This design comes from an exercise in tuning for small area, a short achievable clock period and few clock cycles per item on the open sky130 flow, not from production work. In this exercise RTL edits were held to simulation tests only and were not proved equivalent to the original. Power and IR drop assume default switching activity.

===== flow/run.sh =====
#!/bin/bash
# synth_recipe.tcl (not shown) runs the flow's synth.tcl, then flattens the netlist and writes it again
# the make line also repeats each setting of config.mk as NAME=value (left out here)
make -C /OpenROAD-flow-scripts/flow DESIGN_CONFIG=/design/flow/config.mk WORK_HOME=/design/flow/orfs CLKGATE_MAP_FILE= SYNTH_SCRIPT=/design/flow/synth_recipe.tcl finish

===== flow/config.mk =====
export PLATFORM = sky130hd
export DESIGN_NAME = connection_searcher
export DESIGN_NICKNAME = connection_searcher
export VERILOG_FILES = /design/flow/design.v
export SDC_FILE = /design/flow/constraint.sdc
export NUM_CORES = 4
export LEC_CHECK = 0
export CAP_MARGIN = 20
export CORE_MARGIN = 2
export CORE_UTILIZATION = 35
export SLEW_MARGIN = 20

===== flow/constraint.sdc =====
create_clock -name core_clock -period 5.5 [get_ports {clk}]
set_input_delay 1.1000 -clock core_clock [delete_from_list [all_inputs] [get_ports {clk}]]
set_output_delay 1.1000 -clock core_clock [all_outputs]
set_load 0.01 [all_outputs]

===== flow/design.v =====
`default_nettype none
package conn_pkg;
	localparam logic [1:0] PKT_TAIL = 2'b10;  
	localparam logic [5:0] FLAG_FIN = 6'h01;
	localparam logic [5:0] FLAG_SYN = 6'h02;
	localparam logic [5:0] FLAG_RST = 6'h04;
	localparam logic [5:0] FLAG_ACK = 6'h10;
	typedef struct packed {
		logic [31:0] src_ip;
		logic [31:0] dst_ip;
		logic [15:0] src_port;
		logic [15:0] dst_port;
	} flow_key_t;  
	typedef logic [5:0] tcp_flags_t;
	typedef struct packed {
		flow_key_t  key;
		tcp_flags_t flags;
	} key_rec_t;  
	typedef struct packed {
		logic [1:0]  hd_tag;  
		logic [3:0]  spare;
		flow_key_t   flow_key;
		tcp_flags_t  tcp_flags;
		logic [25:0] rest;  
	} meta_t;  
	typedef logic [8:0]  conn_idx_t;  
	typedef logic [15:0] sim_key_t;
	typedef struct packed {
		logic      valid;
		sim_key_t  sim_key;
		logic [6:0] spare;
		conn_idx_t idx;
	} hash_entry_t;  
	typedef enum logic [1:0] {
		CLOSED      = 2'd0,
		REQUESTED   = 2'd1,
		ESTABLISHED = 2'd2
	} tcp_state_e;
	typedef struct packed {
		flow_key_t  flow_key;
		logic       dir;  
		tcp_state_e cli_state;
		tcp_state_e ser_state;
		conn_idx_t  next_idx;  
	} conn_entry_t;  
	typedef struct packed {
		logic        aging;  
		conn_entry_t entry;
	} conn_read_t;
	typedef struct packed {
		logic forward;  
		logic pkt_in;
		logic reserved;
		logic conn_start;
		logic conn_end;
		logic state_change;
		logic time_out;  
		logic conn_setup;
		logic new_flow;
		logic every_pkt;
	} event_map_t;
	typedef struct packed {
		logic [2:0] zero;
		logic       dir;
		tcp_state_e cli_state;
		tcp_state_e ser_state;
	} conn_state_t;
	typedef struct packed {
		logic [15:0] flow_id;  
		conn_state_t state;
		logic [7:0]  events;  
	} pkt_in_info_t;
endpackage
`default_nettype wire
`timescale 1ns/1ps
`default_nettype none
module sync_fifo #(
	parameter int width = 8,
	parameter int depth = 32
) (
	input  wire           clk,
	input  wire           reset,
	input  wire           wr,
	input  wire [width-1:0] wdata,
	input  wire           rd,
	output logic [width-1:0] rdata,
	output logic          empty
);
	localparam int aw = (depth > 1) ? $clog2(depth) : 1;
	logic [width-1:0] mem [depth];
	logic [aw-1:0] wr_ptr;
	logic [aw-1:0] rd_ptr;
	logic [aw:0]   count;  
	logic          full;
	localparam logic [aw-1:0] last_ptr = depth - 1;
	function automatic logic [aw-1:0] next_ptr(input logic [aw-1:0] p);
		next_ptr = (p == last_ptr) ? '0 : p + 1'b1;  
	endfunction
	assign rdata = mem[rd_ptr];  
	assign empty = (count == '0);
	assign full = (count == (aw + 1)'(depth));
	always_ff @(posedge clk or negedge reset) begin
		if (!reset) begin
			wr_ptr <= '0;
			rd_ptr <= '0;
			count <= '0;
		end else begin
			if (wr) wr_ptr <= next_ptr(wr_ptr);
			if (rd) rd_ptr <= next_ptr(rd_ptr);
			case ({wr, rd})
				2'b10: count <= count + 1'b1;
				2'b01: count <= count - 1'b1;
				default: ;  
			endcase
		end
	end
	always_ff @(posedge clk) begin
		if (wr) mem[wr_ptr] <= wdata;
	end
endmodule
`default_nettype wire
`timescale 1ns/1ps
`default_nettype none
module flow_key_hasher (
	input  wire        clk,
	input  wire        reset,
	input  wire        meta_valid,
	input  conn_pkg::meta_t       meta,
	output logic       hash_valid,
	output conn_pkg::conn_idx_t  hash_1,
	output conn_pkg::conn_idx_t  hash_2,
	output conn_pkg::sim_key_t   sim_key,
	output conn_pkg::key_rec_t   key_rec
);
	typedef enum logic {st_idle, st_skip} hasher_state_e;
	hasher_state_e state;
	logic          is_header;
	logic          is_tail;
	logic [15:0]   fold_src;  
	logic [15:0]   fold_dst;
	assign is_header = meta_valid && (state == st_idle);  
	assign is_tail = (meta.hd_tag == conn_pkg::PKT_TAIL);
	assign fold_src = meta.flow_key.src_ip[15:0] ^ meta.flow_key.src_port;
	assign fold_dst = meta.flow_key.dst_ip[15:0] ^ meta.flow_key.dst_port;
	always_ff @(posedge clk or negedge reset) begin
		if (!reset) begin
			state <= st_idle;
			hash_valid <= 1'b0;
		end else begin
			hash_valid <= is_header;  
			case (state)
				st_idle: if (meta_valid && !is_tail) state <= st_skip;  
				st_skip: if (meta_valid && is_tail) state <= st_idle;
				default: state <= st_idle;
			endcase
		end
	end
	always_ff @(posedge clk) begin
		if (is_header) begin
			hash_1 <= fold_src[8:0];
			hash_2 <= fold_dst[8:0];
			sim_key <= fold_src ^ fold_dst;  
			key_rec <= {meta.flow_key, meta.tcp_flags};
		end
	end
endmodule
`default_nettype wire
`timescale 1ns/1ps
`default_nettype none
module hash_matcher #(
	parameter int hash_rd_latency = 2
) (
	input  wire              clk,
	input  wire              reset,
	input  wire              hash_valid,
	input  conn_pkg::sim_key_t          sim_key,
	input  conn_pkg::hash_entry_t       hash_entry_1,
	input  conn_pkg::hash_entry_t       hash_entry_2,
	output logic             idx_wr,
	output conn_pkg::conn_idx_t        idx
);
	logic [hash_rd_latency-1:0] vld_pipe;  
	conn_pkg::sim_key_t                   key_pipe [hash_rd_latency];
	conn_pkg::sim_key_t                   key_now;
	logic                       hit_1;
	logic                       hit_2;
	assign key_now = key_pipe[hash_rd_latency-1];  
	assign hit_1 = hash_entry_1.valid && (hash_entry_1.sim_key == key_now);
	assign hit_2 = hash_entry_2.valid && (hash_entry_2.sim_key == key_now);
	always_ff @(posedge clk or negedge reset) begin
		if (!reset) begin
			vld_pipe <= '0;
			idx_wr <= 1'b0;
		end else begin
			vld_pipe[0] <= hash_valid;
			for (int i = 1; i < hash_rd_latency; i++) begin
				vld_pipe[i] <= vld_pipe[i-1];
			end
			idx_wr <= vld_pipe[hash_rd_latency-1];  
		end
	end
	always_ff @(posedge clk) begin
		key_pipe[0] <= sim_key;
		for (int i = 1; i < hash_rd_latency; i++) begin
			key_pipe[i] <= key_pipe[i-1];
		end
		if (vld_pipe[hash_rd_latency-1]) begin
			if (hit_1) idx <= hash_entry_1.idx;  
			else if (hit_2) idx <= hash_entry_2.idx;
			else idx <= '0;  
		end
	end
endmodule
`default_nettype wire
`timescale 1ns/1ps
`default_nettype none
module table_wait_timer #(
	parameter int latency = 3
) (
	input  wire  clk,
	input  wire  reset,
	input  wire  start,
	output logic done
);
	localparam int cw = (latency > 1) ? $clog2(latency) : 1;
	logic [cw-1:0] cnt;  
	logic          busy;
	assign done = busy && (cnt == '0);
	always_ff @(posedge clk or negedge reset) begin
		if (!reset) begin
			busy <= 1'b0;
			cnt <= '0;
		end else if (start) begin
			busy <= 1'b1;
			cnt <= cw'(latency - 1);  
		end else if (done) begin
			busy <= 1'b0;
		end else if (busy) begin
			cnt <= cnt - 1'b1;
		end
	end
endmodule
`default_nettype wire
`timescale 1ns/1ps
`default_nettype none
module tcp_state_update (
	input  wire              clk,
	input  wire              reset,
	input  wire              load,
	input  conn_pkg::conn_entry_t       entry,
	input  wire              dir,  
	input  conn_pkg::tcp_flags_t        flags,
	output conn_pkg::conn_entry_t      new_entry,
	output logic             changed,
	output conn_pkg::event_map_t       trans_events
);
	conn_pkg::conn_entry_t nxt;
	logic        chg;
	conn_pkg::event_map_t  ev;
	always_comb begin
		nxt = entry;
		chg = 1'b0;
		ev = '0;
		if (!dir) begin
			case (entry.cli_state)
				conn_pkg::REQUESTED: begin
					if (flags == conn_pkg::FLAG_ACK) begin  
						nxt.cli_state = conn_pkg::ESTABLISHED;
						nxt.ser_state = conn_pkg::ESTABLISHED;
						chg = 1'b1;
						ev.conn_setup = 1'b1;
					end else if (|(flags & conn_pkg::FLAG_RST)) begin
						nxt.cli_state = conn_pkg::CLOSED;
						nxt.ser_state = conn_pkg::CLOSED;
						chg = 1'b1;
						ev.conn_end = 1'b1;
					end
				end
				conn_pkg::ESTABLISHED: begin
					if (|(flags & (conn_pkg::FLAG_FIN | conn_pkg::FLAG_RST))) begin
						nxt.cli_state = conn_pkg::CLOSED;
						if (|(flags & conn_pkg::FLAG_RST)) nxt.ser_state = conn_pkg::CLOSED;  
						chg = 1'b1;
						ev.conn_end = 1'b1;
					end
				end
				default: ;  
			endcase
		end else begin
			case (entry.ser_state)
				conn_pkg::CLOSED: begin
					if (flags == (conn_pkg::FLAG_SYN | conn_pkg::FLAG_ACK)) begin
						nxt.ser_state = conn_pkg::REQUESTED;
						chg = 1'b1;
						ev.conn_start = 1'b1;
					end
				end
				conn_pkg::ESTABLISHED: begin
					if (|(flags & conn_pkg::FLAG_FIN)) begin  
						nxt.ser_state = conn_pkg::CLOSED;
						chg = 1'b1;
						ev.conn_end = 1'b1;
					end
				end
				default: ;  
			endcase
		end
		ev.state_change = chg;
	end
	always_ff @(posedge clk or negedge reset) begin
		if (!reset) begin
			changed <= 1'b0;
			trans_events <= '0;
		end else if (load) begin
			changed <= chg;
			trans_events <= ev;
		end
	end
	always_ff @(posedge clk) begin
		if (load) new_entry <= nxt;  
	end
endmodule
`default_nettype wire
`timescale 1ns/1ps
`default_nettype none
module conn_search_fsm (
	input  wire              clk,
	input  wire              reset,
	input  wire              idx_empty,
	input  conn_pkg::conn_idx_t         idx,
	input  conn_pkg::key_rec_t          key_rec,
	output logic             fifo_rd,
	output logic             timer_start,
	input  wire              timer_done,
	input  conn_pkg::conn_read_t        conn_rdata,
	output logic             conn_rd,
	output logic             conn_wr,
	output logic             aging_wr,
	output conn_pkg::conn_idx_t        conn_idx,
	output logic             upd_load,
	output logic             upd_dir,
	output conn_pkg::tcp_flags_t       upd_flags,
	input  conn_pkg::conn_entry_t       new_entry,
	input  wire              changed,
	input  conn_pkg::event_map_t        trans_events,
	output logic             event_valid,
	output conn_pkg::event_map_t       events,
	output conn_pkg::pkt_in_info_t     pkt_in_info
);
	typedef enum logic [2:0] {
		st_idle, st_pop, st_wait, st_compare, st_update, st_report
	} search_state_e;
	search_state_e state;
	conn_pkg::key_rec_t      key_q;  
	conn_pkg::conn_read_t    rd_q;  
	conn_pkg::flow_key_t     rev_key;
	logic          fwd_hit;
	logic          rev_hit;
	conn_pkg::conn_state_t   upd_state;
	conn_pkg::event_map_t    live_ev;
	localparam logic [9:0] MISS_EV = 10'h102;  
	function automatic logic [9:0] miss_events();
		miss_events = MISS_EV;
	endfunction
	function automatic logic [31:0] make_info(input logic [8:0] id, input logic [7:0] st,
			input logic [9:0] ev);
		make_info = {7'd0, id, st, ev[7:0]};  
	endfunction
	assign fifo_rd = (state == st_pop);  
	assign upd_flags = key_q.flags;
	assign rev_key = {key_q.key.dst_ip, key_q.key.src_ip, key_q.key.dst_port, key_q.key.src_port};
	assign fwd_hit = (key_q.key == rd_q.entry.flow_key);
	assign rev_hit = (rev_key == rd_q.entry.flow_key);
	assign upd_state = {3'd0, new_entry.dir, new_entry.cli_state, new_entry.ser_state};
	always_comb begin
		live_ev = trans_events;
		live_ev.every_pkt = 1'b1;
	end
	always_ff @(posedge clk or negedge reset) begin
		if (!reset) begin
			state <= st_idle;
			conn_rd <= 1'b0;
			timer_start <= 1'b0;
			conn_wr <= 1'b0;
			aging_wr <= 1'b0;
			conn_idx <= '0;
			upd_load <= 1'b0;
			upd_dir <= 1'b0;
			event_valid <= 1'b0;
			events <= '0;
			pkt_in_info <= '0;
		end else begin
			conn_rd <= 1'b0;  
			timer_start <= 1'b0;
			conn_wr <= 1'b0;
			aging_wr <= 1'b0;
			upd_load <= 1'b0;
			event_valid <= 1'b0;
			case (state)
				st_idle: if (!idx_empty) state <= st_pop;
				st_pop: begin
					conn_idx <= idx;
					if (idx == '0) begin  
						events <= miss_events();
						pkt_in_info <= make_info('0, '0, miss_events());
						state <= st_report;
					end else begin
						conn_rd <= 1'b1;
						timer_start <= 1'b1;
						state <= st_wait;
					end
				end
				st_wait: if (timer_done) state <= st_compare;
				st_compare: begin
					if (fwd_hit || rev_hit) begin
						if (rd_q.aging) begin  
							events <= miss_events();
							pkt_in_info <= make_info(conn_idx, '0, miss_events());
							state <= st_report;
						end else begin
							aging_wr <= 1'b1;  
							upd_load <= 1'b1;
							upd_dir <= rd_q.entry.dir ^ !fwd_hit;  
							state <= st_update;
						end
					end else if (rd_q.entry.next_idx != '0) begin
						conn_idx <= rd_q.entry.next_idx;  
						conn_rd <= 1'b1;
						timer_start <= 1'b1;
						state <= st_wait;
					end else begin
						events <= miss_events();
						pkt_in_info <= make_info('0, '0, miss_events());
						state <= st_report;
					end
				end
				st_update: begin
					if (!upd_load) begin  
						conn_wr <= changed;  
						events <= live_ev;
						pkt_in_info <= make_info(conn_idx, upd_state, live_ev);
						state <= st_report;
					end
				end
				st_report: begin
					event_valid <= 1'b1;
					state <= st_idle;
				end
				default: state <= st_idle;
			endcase
		end
	end
	always_ff @(posedge clk) begin
		if (state == st_pop) key_q <= key_rec;
		if ((state == st_wait) && timer_done) rd_q <= conn_rdata;
	end
endmodule
`default_nettype wire
`timescale 1ns/1ps
`default_nettype none
module connection_searcher #(
	parameter int HASH_RD_LATENCY = 2,
	parameter int CONN_RD_LATENCY = 3,
	parameter int FIFO_DEPTH = 32
) (
	input  wire              clk,
	input  wire              reset,
	input  wire              meta_valid,
	input  conn_pkg::meta_t             meta,
	output logic             hash_valid,
	output conn_pkg::conn_idx_t        hash_1,
	output conn_pkg::conn_idx_t        hash_2,
	input  conn_pkg::hash_entry_t       hash_entry_1,
	input  conn_pkg::hash_entry_t       hash_entry_2,
	output logic             conn_rd,
	output logic             conn_wr,
	output logic             aging_wr,
	output conn_pkg::conn_idx_t        conn_idx,
	output conn_pkg::conn_entry_t      conn_wdata,
	input  conn_pkg::conn_read_t        conn_rdata,
	output logic             event_valid,
	output conn_pkg::event_map_t       events,
	output conn_pkg::pkt_in_info_t     pkt_in_info
);
	conn_pkg::sim_key_t   sim_key;
	conn_pkg::key_rec_t   key_rec;  
	conn_pkg::key_rec_t   key_head;  
	logic       idx_wr;
	conn_pkg::conn_idx_t  idx_in;
	conn_pkg::conn_idx_t  idx_head;
	logic       idx_empty;
	logic       fifo_rd;
	logic       timer_start;
	logic       timer_done;
	logic       upd_load;
	logic       upd_dir;
	conn_pkg::tcp_flags_t upd_flags;
	logic       changed;
	conn_pkg::event_map_t trans_events;
	flow_key_hasher flow_key_hasher_i (
		.clk, .reset, .meta_valid, .meta, .hash_valid, .hash_1, .hash_2, .sim_key, .key_rec
	);
	hash_matcher #(.hash_rd_latency(HASH_RD_LATENCY)) hash_matcher_i (
		.clk, .reset, .hash_valid, .sim_key, .hash_entry_1, .hash_entry_2,
		.idx_wr, .idx(idx_in)
	);
	sync_fifo #(.width(102), .depth(FIFO_DEPTH)) key_fifo (
		.clk, .reset, .wr(hash_valid), .wdata(key_rec), .rd(fifo_rd), .rdata(key_head), .empty()
	);
	sync_fifo #(.width(9), .depth(FIFO_DEPTH)) idx_fifo (
		.clk, .reset, .wr(idx_wr), .wdata(idx_in), .rd(fifo_rd), .rdata(idx_head),
		.empty(idx_empty)
	);
	conn_search_fsm conn_search_fsm_i (
		.clk, .reset, .idx_empty, .idx(idx_head), .key_rec(key_head), .fifo_rd,
		.timer_start, .timer_done, .conn_rdata, .conn_rd, .conn_wr, .aging_wr, .conn_idx,
		.upd_load, .upd_dir, .upd_flags, .new_entry(conn_wdata), .changed, .trans_events,
		.event_valid, .events, .pkt_in_info
	);
	table_wait_timer #(.latency(CONN_RD_LATENCY)) table_wait_timer_i (
		.clk, .reset, .start(timer_start), .done(timer_done)
	);
	tcp_state_update tcp_state_update_i (
		.clk, .reset, .load(upd_load), .entry(conn_rdata.entry), .dir(upd_dir),
		.flags(upd_flags), .new_entry(conn_wdata), .changed, .trans_events
	);
endmodule
`default_nettype wire

==> results_dict.tcl <==
set metrics [dict create \
    cp_cell_sequence "buf_12 > nand3b_1 > nor2_1 > a2111oi_2 > o21ai_0 > a22oi_1 > nand4_1 > a2111o_1 > a22o_1" \
    via_count 74300 \
    synth_common_cells "4,016 x edfxtp_1, 1,070 x mux4_2, 185 x clkbuf_1, 174 x xnor2_1, 119 x mux2_2" \
    postSynthCellCount 6498 \
    synth-seq-cells 4124 \
    drc 0 \
    clk_latency_ns 1.02 \
    critPathSlowestCell "dfrtp_4" \
    final_antenna_net_count 0 \
    drt_wl_total_um 448000 \
    die_w_um 672 \
    place_congestion 0.884 \
    drt_iter0_markers 9936 \
    post_cts_buffers 0 \
    setup_viol 0 \
    leakagePower_nw 56.3 \
    cts_tree "yes" \
    portBuffers 438 \
    crit_fanout 50 \
    ys_types 63 \
    cp.arrival_ns 5.02 \
    synth_flop_cell "edfxtp_1" \
    layout-drive-gt1-share 0.268 \
    pre_cts_ws_ns 1.20 \
    maxCapViolCount 0 \
    avgSynthCellArea_um2 24.0 \
    worstSetupEndpointType "register" \
    fillers 38400 \
    peakVddDrop_uv 396 \
    dp_cells 12800 \
    critPathMaxStageDelay_ns 1.06 \
    numCtsBuffers 412 \
    worstHoldPathType "in -> async" \
    slew_viol_final 0 \
    syn_area_um2 156000 \
    dpl.hpwl_um 255000 \
    worst_pin_slew_ns 1.31 \
    initial_utilization 0.351 \
    async_flop_share 0.0184 \
    cts.clk_slew.worst_paths_ns 0.06 \
    yosys.area.top_type_share 0.773 \
    setup_ws_ns 1.27 \
    boundaryPins 498 \
    area.sequential_um2 123000 \
    synth-warning-count 8 \
    synth_edf_count 4016 \
    yosysSeqAreaShare 0.789 \
    wire_per_inst_um 33.1 \
    cts_resized 0 \
    fin_skew_ns 0.147 \
    postPlaceCellArea_um2 169000 \
    layout.nets 7593 \
    grt_overflow 0 \
    grt_pass1_wl_um 611000 \
    cts_max_level 5 \
    syn_to_final_growth_pct 17.3 \
    start_kind "register" \
    final_cells 13600 \
    finish.instance_area_um2 183000 \
    max_freq_mhz 236 \
    crit_required_ns 6.29 \
    viasPerCell 5.48 \
    min_period_over_period 0.769 \
    hold_buffers 0 \
    synth_area_leaders "edfxtp_1 77%, mux4_2 15%, dfrtp_1 1.2%, xnor2_1 0.98%, mux2_2 0.86%" \
    hold_viol_final 0 \
    dr.pass1.iters 7 \
    cts_sinks 4124 \
    antenna_found_initial 47 \
    grt_max_degree 108 \
    power.total_mw 84.1 \
    grt.total_usage 0.195 \
    die_area_um2 451000 \
    multi_input_area_um2 31800 \
    yosysMostFrequentCell "edfxtp_1" \
    synth_top_area_cell "edfxtp_1" \
    slew_headroom 0.125 \
    worst-setup-path-type "reg -> reg" \
    die_h_um 672 \
    design.core.area_um2 444000 \
    powerDensity_nw_per_um2 460 \
    grt_pass1_vias 74100 \
    clockRootBuffer "clkbuf_16" \
    min_period_ns 4.23 \
    rows 245 \
    rsz0062_at_grt "no" \
    clock_path_buffers 4 \
    status "timing/DRC/antenna clean" \
]
## flip-flops by register name, summed over array words and instances, names as in the netlist, 15 cells and up, named ones only
name and cells:
conn_search_fsm_i.rd_q 107, flow_key_hasher_i.sim_key 16, tcp_state_update_i.new_entry 110, conn_search_fsm_i.key_q 102, key_fifo.mem 3264, flow_key_hasher_i.key_rec 102
hash_matcher_i.key_pipe 32, idx_fifo.mem 288, conn_search_fsm_i.pkt_in_info 15
## cell type report
cell class | count | area share
flip-flops and latches | 4124 | 0.673
multi-input cells | 2045 | 0.174
clock buffers | 526 | 0.0598
well taps | 5928 | 0.0405
repair buffers | 635 | 0.0384
clock inverters | 230 | 0.0130
inverters | 38 | 0.000807
diodes | 28 | 0.000383
## report_power, final
part	leakage [nW]	switching, mW	total [mW]	internal (mW)
clock network	6.46	12.0	27.7	15.7
registers	37.4	1.41	37.0	35.6
logic	12.5	9.75	19.4	9.69
total	56.3	23.2	84.1	61.0
## worst paths after layout
path | cells past startpoint | endpoint | startpoint | slack (ns)
max in group asynchronous | 2 | conn_search_fsm_i.aging_wr | reset | 4.28
setup / recovery | 9 | conn_search_fsm_i.pkt_in_info[23] | idx_fifo.rd_ptr[1] | 1.27
hold reg to reg | 0 | hash_matcher_i.key_pipe[1][11] | hash_matcher_i.key_pipe[0][11] | 0.32
setup reg to reg | 9 | conn_search_fsm_i.pkt_in_info[23] | idx_fifo.rd_ptr[1] | 1.27
hold / removal | 1 | async pin | reset | 0.13
min in group core_clock | 0 | hash_matcher_i.key_pipe[1][11] | hash_matcher_i.key_pipe[0][11] | 0.32
## layout by cell type, fill, tap and decap left out, drive strengths merged, types with 6 or more instances in the layout
| cell | synthesis | routed |
|---|---|---|
| bufinv | 0 | 34 |
| a22o | 20 | 20 |
| ha | 22 | 22 |
| o22ai | 10 | 10 |
| nand3 | 26 | 26 |
| dfrtp | 76 | 76 |
| inv | 36 | 50 |
| nand2b | 15 | 15 |
| dfxtp | 32 | 32 |
| nor2 | 77 | 77 |
| buf | 120 | 198 |
| mux2i | 59 | 59 |
| diode | 0 | 28 |
| nor4 | 32 | 32 |
| clkbuf | 185 | 526 |
| clkinvlp | 0 | 15 |
| o21ai | 37 | 37 |
| clkdlybuf4s50 | 0 | 437 |
| nand4 | 46 | 46 |
| and3 | 8 | 8 |
| nand2 | 83 | 83 |
| mux4 | 1071 | 1071 |
| clkinv | 2 | 169 |
| nor2b | 11 | 11 |
| nor3 | 28 | 28 |
| xor2 | 89 | 89 |
| nand3b | 9 | 9 |
| xnor2 | 174 | 174 |
| a22oi | 18 | 18 |
| conb | 1 | 15 |
| edfxtp | 4016 | 4016 |
| a21oi | 18 | 18 |
| mux2 | 119 | 119 |
| or3 | 6 | 6 |
## critical path, delay by kind of cell, from the launching register on
family / cells / cell delay (ns)
buffers and inverters: 1 / 0.30
AO/OA/AOI/OAI: 5 / 1.99
AND/OR/NAND/NOR: 3 / 0.72
flip-flops: 1 / 1.06
## metrics by stage
stage | hold slack (ns) | utilization | TNS (ns)
final | 0.129 | 0.412 | 0
after global routing | 0.136 | 0.412 | 0
after CTS | 0.0995 | 0.411 | 0
after detailed placement | 0.312 | 0.381 | 0
after global placement | 0.312 | 0.381 | 0
after floorplan | 0.310 | - | -3543.08
## cells by family (layout without fill, tap and decap cells)
logic type               count (synthesis)  in the layout  synth area share
buffers and inverters                  343           1429           0.00931
flip-flops                            4124           4124             0.789
other                                    1             43         0.0000240
multiplexers                          1249           1249             0.167
adder cells (fa/ha/maj)                 23             23           0.00189
XOR/XNOR                               263            263            0.0148
AO/OA/AOI/OAI                          142            142           0.00630
AND/OR/NAND/NOR                        353            353            0.0113
## routing by layer
| metal | share of wire | GRT usage | up-vias |
|---|---|---|---|
| li1 | - | - | 29200 |
| met1 | 0.39 | 0.260 | 40900 |
| met2 | 0.48 | 0.316 | 3582 |
| met3 | 0.080 | 0.0326 | 666 |
| met4 | 0.046 | 0.0827 | 12 |
| met5 | 0.00016 | 0 | - |
Testbench counts, summed over its fixed seeds: cycles 57,654, items 4,800.

separate check: timing with driven ports:
The results above use ideal ports. As a check the final layout listed here was re-extracted and re-timed, cells and wires unchanged.
Step 1 assumes that a clkbuf_16 drives the clock port and a buf_2 every other input.
Step 2 adds t to the input delays and takes it off the output delays; t is the mean of the earliest and latest rising clock arrival at the registers after step 1. Input paths then give back, and output paths get back, about the clock's delay inside the block.
a / b / c = no drivers / after step 1 / after step 2; a / b = the first two.
shift t [ns]: 1.059
setup WS [ns]: 1.271 / 1.271 / 1.117
hold slack, ns: 0.129 / 0.046 / 0.323
slew at the worst register clock pin (ns): 0.07 / 0.07
After both steps this run still meets setup and hold. The setup slack of this run moves by 0.000 ns with the drivers and by -0.154 ns with both steps.
